This is an optimization exercise on Yosys and OpenROAD, whose aim is small area, a short achievable clock period and few clock cycles per item, not a production implementation. In this exercise RTL edits were held to simulation tests only and were not proved equivalent to the original. Power figures rest on the tool's default switching activity, not on a simulated workload.

## design/flow/flow/run.sh

```bash
#!/bin/bash
set -euo pipefail
export BUFFER_PORTS_ARGS="-buffer_cell sky130_fd_sc_hd__buf_2"
export CTS_ARGS="-sink_clustering_enable -repair_clock_nets -sink_clustering_size 30 -sink_clustering_max_diameter 60 -dont_use_dummy_load"
bash standard.sh > standard.log 2>&1
```

## design/flow/standard.sh

```bash
#!/bin/bash
# synth_recipe.tcl (not shown) runs the flow's synth.tcl, then flattens the netlist and writes it again
# the make line also repeats each setting of config.mk as NAME=value (left out here)
make -C /OpenROAD-flow-scripts/flow DESIGN_CONFIG=/design/flow/config.mk WORK_HOME=/design/flow/orfs CLKGATE_MAP_FILE= SYNTH_SCRIPT=/design/flow/synth_recipe.tcl "${@:-finish}"
```

## design/flow/config.mk

```make
export PLATFORM = sky130hd
export DESIGN_NAME = morton_palette_unswizzle
export DESIGN_NICKNAME = morton_palette_unswizzle
export VERILOG_FILES = /design/flow/design.v
export SDC_FILE = /design/flow/constraint.sdc
export NUM_CORES = 4
export LEC_CHECK = 0
export CAP_MARGIN = 20
export CORE_MARGIN = 2
export CORE_UTILIZATION = 55
export CTS_CLUSTER_DIAMETER = 60
export CTS_CLUSTER_SIZE = 30
export SETUP_SLACK_MARGIN = 2.5
export SLEW_MARGIN = 20
export SYNTH_MEMORY_MAX_BITS = 16384
export TNS_END_PERCENT = 100
```

## design/flow/constraint.sdc

```tcl
create_clock -name core_clock -period 5.5 [get_ports {clk}]
set_input_delay 1.1000 -clock core_clock [delete_from_list [all_inputs] [get_ports {clk}]]
set_output_delay 1.1000 -clock core_clock [all_outputs]
set_load 0.01 [all_outputs]
```

## design/flow/design.v

```verilog
package mpu_pkg;
  localparam int MAX_SIDE_LOG2_DEF   = 10;
  localparam int PALETTE_ENTRIES_DEF = 256;
  localparam int MIN_SIDE_LOG2       = 3;
  localparam int SIDE_W   = 4;
  localparam int SLOT_W   = 8;
  localparam int RGBA_W   = 32;
  localparam int ADDR_W   = 20;
  localparam int CFG_IDX_W = 1;
  localparam logic [CFG_IDX_W-1:0] CFG_WIDTH_LOG2  = 1'b0;
  localparam logic [CFG_IDX_W-1:0] CFG_HEIGHT_LOG2 = 1'b1;
  localparam logic CMD_LOAD  = 1'b0;
  localparam logic CMD_PIXEL = 1'b1;
  typedef struct packed {
    logic              cmd;
    logic [SLOT_W-1:0] entry_slot;
    logic [RGBA_W-1:0] entry_rgba;
    logic [SLOT_W-1:0] pixel_index;
  } in_item_t;
  typedef struct packed {
    logic [ADDR_W-1:0] dest_address;
    logic [RGBA_W-1:0] colour;
    logic              last_pixel;
  } out_item_t;
  typedef struct packed {
    logic [SIDE_W-1:0] wl;
    logic [SIDE_W-1:0] hl;
  } geom_t;
endpackage
module mpu_ram #(
  parameter int WIDTH    = 32,
  parameter int RING_LEN = 16,
  parameter int WBUF     = 11
) (
  input  logic             clk,
  input  logic             acc,        
  input  logic             acc_load,   
  input  logic             acc_pixel,  
  input  logic [7:0]       acc_slot,   
  input  logic [7:0]       acc_index,  
  input  logic [WIDTH-1:0] acc_wdata,
  output logic [WIDTH-1:0] rdata,      
  output logic             wbuf_ok
);
  localparam int LW     = $clog2(RING_LEN);
  localparam int GROUPS = 256 / RING_LEN;
  localparam int GW     = 8 - LW;
  localparam int QUADS  = 8;                
  localparam int QW     = 3;
  localparam int GPQ    = GROUPS / QUADS;   
  logic [LW-1:0] rot;
  logic [LW-1:0] rot_next;
  assign rot_next = rot + LW'(1);
  always_ff @(posedge clk) begin
    rot <= rot_next;
  end
  logic                          s1_load;
  logic [7:0]                    s1_key;
  logic [WIDTH-1:0]              s1_wdata;
  logic [QUADS-1:0][RING_LEN-1:0] s1_phot;   
  logic [GPQ-1:0]                s1_gsel;   
  logic [LW-1:0]                 rd_pos;
  assign rd_pos = acc_index[LW-1:0] + rot_next;
  always_ff @(posedge clk) begin
    s1_load  <= acc && acc_load;
    s1_key   <= acc_slot;
    s1_wdata <= acc_wdata;
    for (int q = 0; q < QUADS; q++) begin
      for (int p = 0; p < RING_LEN; p++) begin
        s1_phot[q][p] <= (rd_pos == LW'(p)) && (acc_index[7:8-QW] == QW'(q));
      end
    end
    for (int g = 0; g < GPQ; g++) begin
      s1_gsel[g] <= (acc_index[7-QW:LW] == (GW-QW)'(g)) && !(|key_hit_next);
    end
  end
  logic [WBUF-1:0]             wb_valid;
  logic [WBUF-1:0][7:0]        wb_slot;
  logic [WBUF-1:0][WIDTH-1:0]  wb_data;
  logic [WBUF-1:0]  key_hit;      
  logic [WBUF-1:0]  key_hit_next;
  logic             any_hit;
  logic [WBUF-1:0]  app_sel;      
  logic [WBUF-1:0]  first_free;
  logic [WBUF-1:0]  alloc;
  logic [WBUF-1:0]  wr_hit;
  logic [WBUF-1:0]  keep;
  logic [WBUF-1:0]  wb_valid_next;
  logic [WBUF-1:0]  at_station_next;
  logic [WBUF-1:0]  stn_match;    
  logic [WBUF-1:0]  app_sel_next;
  always_ff @(posedge clk) begin
    any_hit <= |key_hit_next;
  end
  logic found_free;
  always_comb begin
    found_free = 1'b0;
    for (int e = 0; e < WBUF; e++) begin
      first_free[e] = !wb_valid[e] && !found_free;
      found_free    = found_free || !wb_valid[e];
    end
  end
  always_comb begin
    for (int e = 0; e < WBUF; e++) begin
      alloc[e]         = s1_load && !any_hit && first_free[e];
      wr_hit[e]        = s1_load && key_hit[e];
      keep[e]          = wb_valid[e] && (!app_sel[e] || wr_hit[e]);
      wb_valid_next[e] = keep[e] || alloc[e];
    end
  end
  logic found_app;
  always_comb begin
    found_app = 1'b0;
    for (int e = 0; e < WBUF; e++) begin
      at_station_next[e] = keep[e] && stn_match[e];
      app_sel_next[e]    = at_station_next[e] && !found_app;
      found_app          = found_app || at_station_next[e];
    end
  end
  logic [WIDTH-1:0]  st_data;    
  logic [GROUPS-1:0] st_en;
  logic [WIDTH-1:0]  st_data_next;
  logic [GROUPS-1:0] st_en_next;
  always_comb begin
    st_data_next = '0;
    st_en_next   = '0;
    for (int e = 0; e < WBUF; e++) begin
      if (app_sel_next[e]) begin
        st_data_next = st_data_next | (wr_hit[e] ? s1_wdata : wb_data[e]);
      end
      for (int g = 0; g < GROUPS; g++) begin
        if (app_sel_next[e] && wb_slot[e][7:LW] == GW'(g)) begin
          st_en_next[g] = 1'b1;
        end
      end
    end
  end
  always_ff @(posedge clk) begin
    for (int e = 0; e < WBUF; e++) begin
      stn_match[e] <= (alloc[e] ? s1_key[LW-1:0] : wb_slot[e][LW-1:0]) == ~(rot_next + LW'(1));
    end
  end
  always_ff @(posedge clk) begin
    wb_valid <= wb_valid_next;
    app_sel  <= app_sel_next;
    st_data  <= st_data_next;
    st_en    <= st_en_next;
    for (int e = 0; e < WBUF; e++) begin
      if (alloc[e]) begin
        wb_slot[e] <= s1_key;
      end
      if (alloc[e] || wr_hit[e]) begin
        wb_data[e] <= s1_wdata;
      end
    end
    key_hit <= key_hit_next;
  end
  logic [WBUF-1:0] eq_slot;
  logic [WBUF-1:0] eq_index;
  logic            s1_eq_slot;
  logic            s1_eq_index;
  always_comb begin
    for (int e = 0; e < WBUF; e++) begin
      eq_slot[e]  = wb_slot[e] == acc_slot;
      eq_index[e] = wb_slot[e] == acc_index;
    end
    s1_eq_slot  = s1_key == acc_slot;
    s1_eq_index = s1_key == acc_index;
    for (int e = 0; e < WBUF; e++) begin
      key_hit_next[e] = (keep[e]  && (acc_pixel ? eq_index[e] : eq_slot[e])) ||
                        (alloc[e] && (acc_pixel ? s1_eq_index : s1_eq_slot));
    end
  end
  logic [3:0] free_atl;   
  logic [2:0] free_th;
  always_comb begin
    free_th = '0;
    for (int e = 0; e < WBUF; e++) begin
      if (!wb_valid[e]) begin
        free_th = {free_th[1:0], 1'b1};
      end
    end
    free_atl = {free_th, 1'b1};
  end
  assign wbuf_ok = s1_load ? (acc_load ? free_atl[3] : free_atl[2])
                           : (acc_load ? free_atl[2] : free_atl[1]);
  logic [GROUPS-1:0][RING_LEN-1:0][WIDTH-1:0] ring;
  always_ff @(posedge clk) begin
    for (int g = 0; g < GROUPS; g++) begin
      for (int p = 1; p < RING_LEN; p++) begin
        ring[g][p] <= ring[g][p-1];
      end
      ring[g][0] <= st_en[g] ? st_data : ring[g][RING_LEN-1];
    end
  end
  logic [GROUPS-1:0][WIDTH-1:0] ring_word;
  logic [QUADS-1:0][WIDTH-1:0]  quad_rd;
  logic [QUADS-1:0][WIDTH-1:0]  s2_quad;
  logic [WIDTH-1:0]             wb_rd;
  always_comb begin
    for (int g = 0; g < GROUPS; g++) begin
      ring_word[g] = '0;
      for (int p = 0; p < RING_LEN; p++) begin
        ring_word[g] = ring_word[g] | (ring[g][p] & {WIDTH{s1_phot[g / GPQ][p]}});
      end
    end
    wb_rd = '0;
    for (int e = 0; e < WBUF; e++) begin
      wb_rd = wb_rd | (wb_data[e] & {WIDTH{key_hit[e]}});
    end
    for (int q = 0; q < QUADS; q++) begin
      quad_rd[q] = (q == 0) ? wb_rd : '0;
      for (int g = q * GPQ; g < (q + 1) * GPQ; g++) begin
        quad_rd[q] = quad_rd[q] | (ring_word[g] & {WIDTH{s1_gsel[g % GPQ]}});
      end
    end
  end
  always_ff @(posedge clk) begin
    s2_quad <= quad_rd;
  end
  always_comb begin
    rdata = '0;
    for (int q = 0; q < QUADS; q++) begin
      rdata = rdata | s2_quad[q];
    end
  end
endmodule
import mpu_pkg::*;
module mpu_addr_gen
#(
  parameter int MAX_SIDE_LOG2 = MAX_SIDE_LOG2_DEF
) (
  input  logic              clk,
  input  logic              rst,
  input  mpu_pkg::geom_t    geom,        
  input  mpu_pkg::geom_t    geom_next,   
  input  logic              step,
  output logic [ADDR_W-1:0] dest_address,
  output logic              last_pixel
);
  localparam int CNT_W = 2 * MAX_SIDE_LOG2;
  logic [SIDE_W-1:0] bl;
  logic [SIDE_W:0]   wl_bl;
  logic [SIDE_W:0]   wl_hl;
  logic [CNT_W-1:0]  mask;
  logic [SIDE_W-1:0] bl_d;
  logic [CNT_W-1:0]  mask_d;
  assign bl_d        = (geom_next.wl > geom_next.hl) ? geom_next.hl : geom_next.wl;
  always_comb begin
    for (int k = 0; k < CNT_W; k++) begin
      mask_d[k] = (SIDE_W+1)'(k) < ({1'b0, geom_next.wl} + {1'b0, geom_next.hl});
    end
  end
  always_ff @(posedge clk) begin
    if (rst) begin
      bl    <= SIDE_W'(MIN_SIDE_LOG2);
      wl_bl <= (SIDE_W+1)'(2 * MIN_SIDE_LOG2);
      wl_hl <= (SIDE_W+1)'(2 * MIN_SIDE_LOG2);
      mask  <= CNT_W'((1 << (2 * MIN_SIDE_LOG2)) - 1);
    end else begin
      bl    <= bl_d;
      wl_bl <= (geom_next.wl > geom_next.hl) ? {1'b0, geom_next.wl} + {1'b0, geom_next.hl}
                                             : {geom_next.wl, 1'b0};
      wl_hl <= {1'b0, geom_next.wl} + {1'b0, geom_next.hl};
      mask  <= mask_d;
    end
  end
  function automatic logic [ADDR_W-1:0] zaddr(input logic [CNT_W-1:0] c,
                                               input logic [SIDE_W-1:0] wl,
                                               input logic [SIDE_W-1:0] hl,
                                               input logic [SIDE_W-1:0] b,
                                               input logic [SIDE_W:0]   wb,
                                               input logic [SIDE_W:0]   wh);
    logic [ADDR_W-1:0] even_bits;
    logic [ADDR_W-1:0] odd_bits;
    logic [ADDR_W-1:0] odd_up;
    logic [ADDR_W-1:0] cnt_down;
    logic [ADDR_W-1:0] a;
    even_bits = '0;
    odd_bits  = '0;
    for (int i = 0; i < MAX_SIDE_LOG2; i++) begin
      even_bits[i] = c[2*i];
      odd_bits[i]  = c[2*i+1];
    end
    odd_up   = odd_bits << wl;
    cnt_down = ADDR_W'(c >> hl);
    for (int k = 0; k < ADDR_W; k++) begin
      if (k < int'(b)) begin
        a[k] = even_bits[k];
      end else if (k < int'(wl)) begin
        a[k] = cnt_down[k];
      end else if (k < int'(wb)) begin
        a[k] = odd_up[k];
      end else if (k < int'(wh)) begin
        a[k] = c[k];
      end else begin
        a[k] = 1'b0;
      end
    end
    zaddr = a;
  endfunction
  logic [CNT_W-1:0]  cnt0;    
  logic [CNT_W-1:0]  cnt1;    
  logic [CNT_W-1:0]  cnt2;    
  logic [ADDR_W-1:0] addr1;
  logic              last1;
  logic [CNT_W-1:0]  m0;
  logic              m0_last;
  logic              m0_last_m1;
  logic              c2_last;
  assign m0         = cnt0 & mask;
  assign m0_last    = m0 == mask;
  assign m0_last_m1 = m0 == (mask ^ CNT_W'(1));
  assign c2_last    = cnt2 == mask;
  always_ff @(posedge clk) begin
    if (rst) begin
      cnt0         <= CNT_W'(0);
      cnt1         <= CNT_W'(1);
      cnt2         <= CNT_W'(2);
      dest_address <= ADDR_W'(0);
      addr1        <= ADDR_W'(1);
      last_pixel   <= 1'b0;
      last1        <= 1'b0;
    end else if (step) begin
      cnt0         <= cnt1;
      cnt1         <= cnt2;
      cnt2         <= c2_last ? '0 : cnt2 + CNT_W'(1);
      dest_address <= addr1;
      addr1        <= zaddr(cnt2, geom.wl, geom.hl, bl, wl_bl, wl_hl);
      last_pixel   <= last1;
      last1        <= c2_last;
    end else begin
      cnt1         <= m0_last ? '0 : m0 + CNT_W'(1);
      cnt2         <= m0_last ? CNT_W'(1) : (m0_last_m1 ? '0 : m0 + CNT_W'(2));
      dest_address <= zaddr(cnt0, geom.wl, geom.hl, bl, wl_bl, wl_hl);
      addr1        <= zaddr(cnt1, geom.wl, geom.hl, bl, wl_bl, wl_hl);
      last_pixel   <= m0_last;
      last1        <= cnt1 == mask;
    end
  end
endmodule
import mpu_pkg::*;
module morton_palette_unswizzle
#(
  parameter int MAX_SIDE_LOG2   = MAX_SIDE_LOG2_DEF,
  parameter int PALETTE_ENTRIES = PALETTE_ENTRIES_DEF
) (
  input  logic                 clk,
  input  logic                 rst,
  input  logic                 in_valid,
  output logic                 in_ready,
  input  mpu_pkg::in_item_t             in_data,
  output logic                 out_valid,
  input  logic                 out_ready,
  output mpu_pkg::out_item_t            out_data,
  input  logic                 cfg_we,
  input  logic [CFG_IDX_W-1:0] cfg_index,
  input  logic [SIDE_W-1:0]    cfg_data
);
  localparam int QDEPTH = 4;
  logic [SIDE_W-1:0] width_log2;
  logic [SIDE_W-1:0] height_log2;
  logic [SIDE_W-1:0] cfg_clamped;
  logic              cfg_we_q;
  logic [CFG_IDX_W-1:0] cfg_index_q;
  logic [SIDE_W-1:0] cfg_data_q;    
  mpu_pkg::geom_t    geom;
  mpu_pkg::geom_t    geom_next;
  logic              in_fire;
  logic              pixel_fire;
  logic              load_fire;
  logic [RGBA_W-1:0] pal_rdata;
  logic              wbuf_ok;
  logic              s1_pixel;
  logic              s2_pixel;
  logic [RGBA_W-1:0] s2_data;
  logic              push;
  logic              pop;
  logic [QDEPTH-1:0] q_occ;
  logic [QDEPTH-1:0] q_occ_next;
  logic [QDEPTH-1:0] q_push_here;
  logic [QDEPTH-1:0] q_below;
  logic [QDEPTH-1:0] q_above;
  logic              owed_ok;
  logic [QDEPTH-1:0][RGBA_W-1:0] q_data;
  always_comb begin
    cfg_clamped = cfg_data;
    if (cfg_data < SIDE_W'(MIN_SIDE_LOG2)) begin
      cfg_clamped = SIDE_W'(MIN_SIDE_LOG2);
    end else if (cfg_data > SIDE_W'(MAX_SIDE_LOG2)) begin
      cfg_clamped = SIDE_W'(MAX_SIDE_LOG2);
    end
  end
  always_ff @(posedge clk) begin
    cfg_we_q    <= cfg_we && !rst;
    cfg_index_q <= cfg_index;
    cfg_data_q  <= cfg_clamped;
  end
  always_comb begin
    geom_next.wl = width_log2;
    geom_next.hl = height_log2;
    if (cfg_we_q) begin
      case (cfg_index_q)
        CFG_WIDTH_LOG2: begin
          geom_next.wl = cfg_data_q;
        end
        CFG_HEIGHT_LOG2: begin
          geom_next.hl = cfg_data_q;
        end
        default: begin
        end
      endcase
    end
  end
  always_ff @(posedge clk) begin
    if (rst) begin
      width_log2  <= SIDE_W'(MIN_SIDE_LOG2);
      height_log2 <= SIDE_W'(MIN_SIDE_LOG2);
    end else begin
      width_log2  <= geom_next.wl;
      height_log2 <= geom_next.hl;
    end
  end
  assign geom.wl = width_log2;
  assign geom.hl = height_log2;
  assign in_fire    = in_valid && in_ready && !rst;
  assign pixel_fire = in_fire && (in_data.cmd == CMD_PIXEL);
  assign load_fire  = in_fire && (in_data.cmd == CMD_LOAD);
  mpu_ram #(
    .WIDTH   (RGBA_W),
    .RING_LEN(16),
    .WBUF    (10)
  ) u_palette (
    .clk      (clk),
    .acc      (in_fire),
    .acc_load (load_fire),
    .acc_pixel(in_data.cmd == CMD_PIXEL),
    .acc_slot (in_data.entry_slot),
    .acc_index(in_data.pixel_index),
    .acc_wdata(in_data.entry_rgba),
    .rdata    (pal_rdata),
    .wbuf_ok  (wbuf_ok)
  );
  always_ff @(posedge clk) begin
    s1_pixel <= pixel_fire;
    s2_pixel <= s1_pixel && !rst;
  end
  assign s2_data = pal_rdata;
  assign push = s2_pixel && !rst;
  assign pop  = out_valid && out_ready;
  assign q_below = {q_occ[QDEPTH-2:0], 1'b1};   
  assign q_above = {1'b0, q_occ[QDEPTH-1:1]};   
  always_comb begin
    for (int i = 0; i < QDEPTH; i++) begin
      q_push_here[i] = push && (pop ? (q_occ[i] && !q_above[i]) : (q_below[i] && !q_occ[i]));
      q_occ_next[i]  = pop ? (push ? q_occ[i] : q_above[i]) : (push ? q_below[i] : q_occ[i]);
    end
  end
  assign owed_ok = !q_occ_next[QDEPTH-1] &&
                   !(q_occ_next[QDEPTH-2] && (s1_pixel || pixel_fire)) &&
                   !(q_occ_next[QDEPTH-3] && s1_pixel && pixel_fire);
  always_ff @(posedge clk) begin
    if (rst) begin
      q_occ     <= '0;
      out_valid <= 1'b0;
      in_ready  <= 1'b0;
    end else begin
      q_occ     <= q_occ_next;
      out_valid <= q_occ_next[0];
      in_ready  <= wbuf_ok && owed_ok;
    end
  end
  always_ff @(posedge clk) begin
    for (int i = 0; i < QDEPTH; i++) begin
      if (q_push_here[i]) begin
        q_data[i] <= s2_data;
      end else if (pop && i < QDEPTH - 1) begin
        q_data[i] <= q_data[(i < QDEPTH - 1) ? i+1 : i];
      end
    end
  end
  assign out_data.colour = q_data[0];
  mpu_addr_gen #(
    .MAX_SIDE_LOG2(MAX_SIDE_LOG2)
  ) u_addr_gen (
    .clk         (clk),
    .rst         (rst),
    .geom        (geom),
    .geom_next   (geom_next),
    .step        (pop),
    .dest_address(out_data.dest_address),
    .last_pixel  (out_data.last_pixel)
  );
endmodule
```

==> notes.md <==
## layout make-up
| cell class | instances | area (um2) | share of cell area (%) |
|---|---|---|---|
| sequential | 9396 | 194000 | 67.2 |
| antenna | 157 | 393 | 0.136 |
| timing repair buffer | 433 | 3260 | 1.13 |
| clock buffer | 549 | 13700 | 4.75 |
| inverter | 104 | 402 | 0.139 |
| multi-input combinational | 8991 | 69100 | 23.9 |
| tap | 6450 | 8070 | 2.79 |
## metal layers
| layer | up-vias | share of wire [%] | global-route usage (%) |
|---|---|---|---|
| met3 | 1560 | 10 | 7.16 |
| li1 | 73819 | - | - |
| met2 | 8815 | 43 | 48.8 |
| met1 | 85890 | 43 | 47.4 |
| met4 | 44 | 3.9 | 13.2 |
| met5 | - | 0.038 | 0 |
## timing repair
item	4_1_cts	5_1_grt
gates cloned	1	3
setup endpoints to repair	283	193
resized for setup	76	37
pin swaps	4	4
buffers inserted	6	10
## synthesized netlist by cell type (46+ instances only)
cell type  number  area (um2)
a211oi_1       68         510
a21oi_1       281        1410
a221oi_1     1503       13200
a22o_1       1588       13900
a22oi_1      1374       10300
buf_1         482        1810
buf_2          64         320
clkbuf_1      904        3390
dfxtp_1      8868      178000
edfxtp_1      528       15900
inv_1         101         379
mux2_2        530        5970
mux2i_1       382        3820
mux4_2         60        1350
nand2_1       572        2150
nand3_1       317        1590
nand4_1       591        3700
nor2_1        448        1680
nor3_1         64         320
nor4_1         46         288
o21ai_0       291        1460
o22ai_1       105         657
or4_1          69         518
xnor2_1       160        1400
xor2_1         61         534
## worst paths after layout
check	start	end	slack, ns	cells after the start
setup / recovery	q_data[17]	out_data[18]	2.30	1
setup reg to reg	u_palette.s1_phot[11]	u_palette.s2_quad[20]	2.48	6
hold / removal	in_data[16]	u_palette.s1_wdata[8]	0.10	1
hold reg to reg	u_palette.ring[6572]	u_palette.ring[6604]	0.28	0
## power by group through the flow
stage               sequential (mW)  clock (mW)  combinational, mW
floorplan                      70.5           0              0.832
global placement               71.2           0               1.16
detailed placement             71.2           0               1.16
CTS                            69.6        39.3               1.18
global route                   69.6        41.7               1.27
finish                         69.6        38.9               1.23
## flip-flops by register name, summed over array words and instances, names as in the netlist, 16 cells and up
| register | count |
|---|---|
| u_palette.s1_wdata | 32 |
| u_addr_gen.dest_address | 20 |
| u_addr_gen.cnt0 | 20 |
| u_palette.wb_slot | 80 |
| u_addr_gen.addr1 | 20 |
| u_addr_gen.mask | 20 |
| u_addr_gen.cnt1 | 20 |
| u_palette.st_data | 32 |
| u_palette.ring | 8192 |
| u_addr_gen.cnt2 | 20 |
| u_palette.s2_quad | 256 |
| u_palette.st_en | 16 |
| u_palette.wb_data | 320 |
| u_palette.s1_phot | 128 |
| q_data | 128 |
## cells by family (layout without fill, tap and decap cells)
family	Yosys count	in the layout	synth area share (%)
AO/OA/AOI/OAI	5435	5435	16.2
AND/OR/NAND/NOR	2341	2343	4.42
buffers and inverters	1596	1086	2.32
XOR/XNOR	221	221	0.722
adder cells (fa/ha/maj)	20	20	0.0989
multiplexers	972	972	4.16
flip-flops	9396	9396	72.1
other	0	157	0
## stage by stage
step | cell area [um2] | hold WS, ns | cells | util, %
final | 289000 | 0.101 | 26080 | 59.5
after global placement | 274000 | 0.332 | 25347 | 56.4
after global routing | 289000 | 0.0966 | 25945 | 59.4
after detailed placement | 274000 | 0.336 | 25350 | 56.4
after CTS | 288000 | 0.0416 | 25906 | 59.3
after floorplan | 268000 | 0.331 | 19981 | -
## placed cells by master (no fill, tap or decap), drive strengths merged, types with 12 or more instances in the layout
cell type and count:
dfxtp 8868, a22o 1588, a221oi 1503, a22oi 1374
nand4 591, nand2 574, clkbuf 555, mux2 530
edfxtp 528, nor2 448, buf 427, mux2i 382
nand3 319, o21ai 292, a21oi 281, xnor2 160
diode 157, o22ai 105, inv 101, or4 69
a211oi 69, nor3 65, xor2 61, mux4 60
nor4 49, nand2b 39, nor2b 37, o221ai 37
or3 28, and3 28, and2 25, a31oi 20
a2bb2oi 20, ha 18, o211ai 18, or2 16
o31ai 12
==> run_results.csv <==
group,metric,value,unit
run_status,outcome,"finished clean",
timing,clock.fmax,0.312,GHz
worst_setup_path,critPathBufInv,1,
die,core_area,0.486,mm2
power,seqPwrFrac,63.4,%
drt,vias,170128,
worst_setup_path,path_max_fanout,1,
layout,drive_gt1_share,9.76,%
global_routing,gr-total-overflow,0,
layout,fin_nets,19554,
drt,antenna_left,0,
worst_setup_path,slowest_stage,"edfxtp_1",
global_routing,grt_pass1_wl,1190000,um
timing,setup_ws,2.30,ns
timing,rsz0062_at_grt,"true",
clock_tree,cts-buffers-inserted,549,
worst_setup_path,slowest_delay,0.75,ns
die,ioPinCount,114,
drt,firstDrtPassIters,8,
logic_synthesis,netlist_area,0.268,mm2
logic_synthesis,async_reset_ff_share,0,%
clock_tree,clockBufferDepth,4,
logic_synthesis,synth-seq-cells,9396,
power,power,110,mW
worst_setup_path,critPathTopFamily,"flip-flops",
logic_synthesis,ys_seq_area_share,72.1,%
timing,layout_min_cycle_time,3.20,ns
worst_setup_path,worstPathArrival,2.10,ns
die,rows,256,
layout,nFillCells,38352,
clock_tree,clock_latency,1.10,ns
worst_setup_path,criticalPathCategory,"reg2out",
timing,drv_slew,0,
power,cellPowerDensity,380,mW/mm2
clock_tree,clk_pin_slew,0.09,ns
clock_tree,cts-htree-levels,6,
drt,drt_iter0_drc,19775,
worst_setup_path,crit_chain,"buf_2",
timing,period_share,58.2,%
global_routing,antenna_found_initial,115,
clock_tree,cts_tree,"built",
drt,wl_per_cell,32.4,um
drt,drc,0,
placement,place_ws,1.41,ns
logic_synthesis,yosysWarningCount,3,
power,power.switching,22.9,mW
global_routing,first_global_vias,165672,
worst_setup_path,cp.required,4.40,ns
logic_synthesis,syn-num-nets,20060,
power,power.share.clock,35.5,%
die,die_area,0.493,mm2
placement,gp_congestion,0.917,
die,die_w,702,um
worst_setup_path,start_kind,"flop",
global_routing,grt_max_degree,78,
worst_setup_path,cp-end-kind,"output pin",
drt,via_per_inst,6.52,
die,start_util,55.2,%
power,p_leak,108,nW
timing,slew_headroom,17.5,%
timing,hold_viol,0,
logic_synthesis,syn_area_per_cell,13.4,um2
timing,tightest_slew,1.24,ns
placement,hpwl,490000,um
logic_synthesis,synth_cell_types,90,
clock_tree,cts.sinks,9396,
clock_tree,clockRootBuffer,"clkbuf_16",
worst_hold_path,hold_path.class,"in2reg",
logic_synthesis,syn_inst,19981,
power,ir_drop,0.000338,V
power,power_frac_comb,1.1,%
power,intPower,86.8,mW
timing,finalSetupTns,0,ns
global_routing,grt_use_total,33.1,%
drt,wirelength,845000,um
timing,fin_skew,0.0783,ns
clock_tree,holdBufCountCts,0,
logic_synthesis,synth_edf_count,528,
layout,area_growth,7.76,%
timing,finalSetupViolations,0,
run,drv_cap,0,
placement,portBuffers,113,
die,die_h,702,um
logic_synthesis,ys.flop_type,"dfxtp_1",
power,swShare,20.9,%
Testbench counts, summed over its fixed seeds: cycles 128,491, items 128,000.

separate check: timing with driven ports:
The results above use ideal ports. As a check the final layout listed here was re-extracted and re-timed, cells and wires unchanged. Step 1, drivers: a clkbuf_16 drives clk and a buf_2 each remaining input, both assumed. Step 2, shift: input delay + t, output delay - t, t = (earliest + latest rising clock arrival at the registers) / 2. This alone moves slack from input paths to output paths. Slacks: no drivers / after step 1 / after step 2; pairs: no drivers / after step 1.
t, ns: 1.210
slack for setup (ns): 2.298 / 2.160 / 1.492
hold WS [ns]: 0.101 / -0.013 / 0.276
slew at the worst register clock pin (ns): 0.11 / 0.11
worst slew at a driven data input, ns: 0.15
After both steps this run still meets setup and hold. For this run, drivers alone change the setup slack by -0.138 ns; drivers and shift together by -0.806 ns.
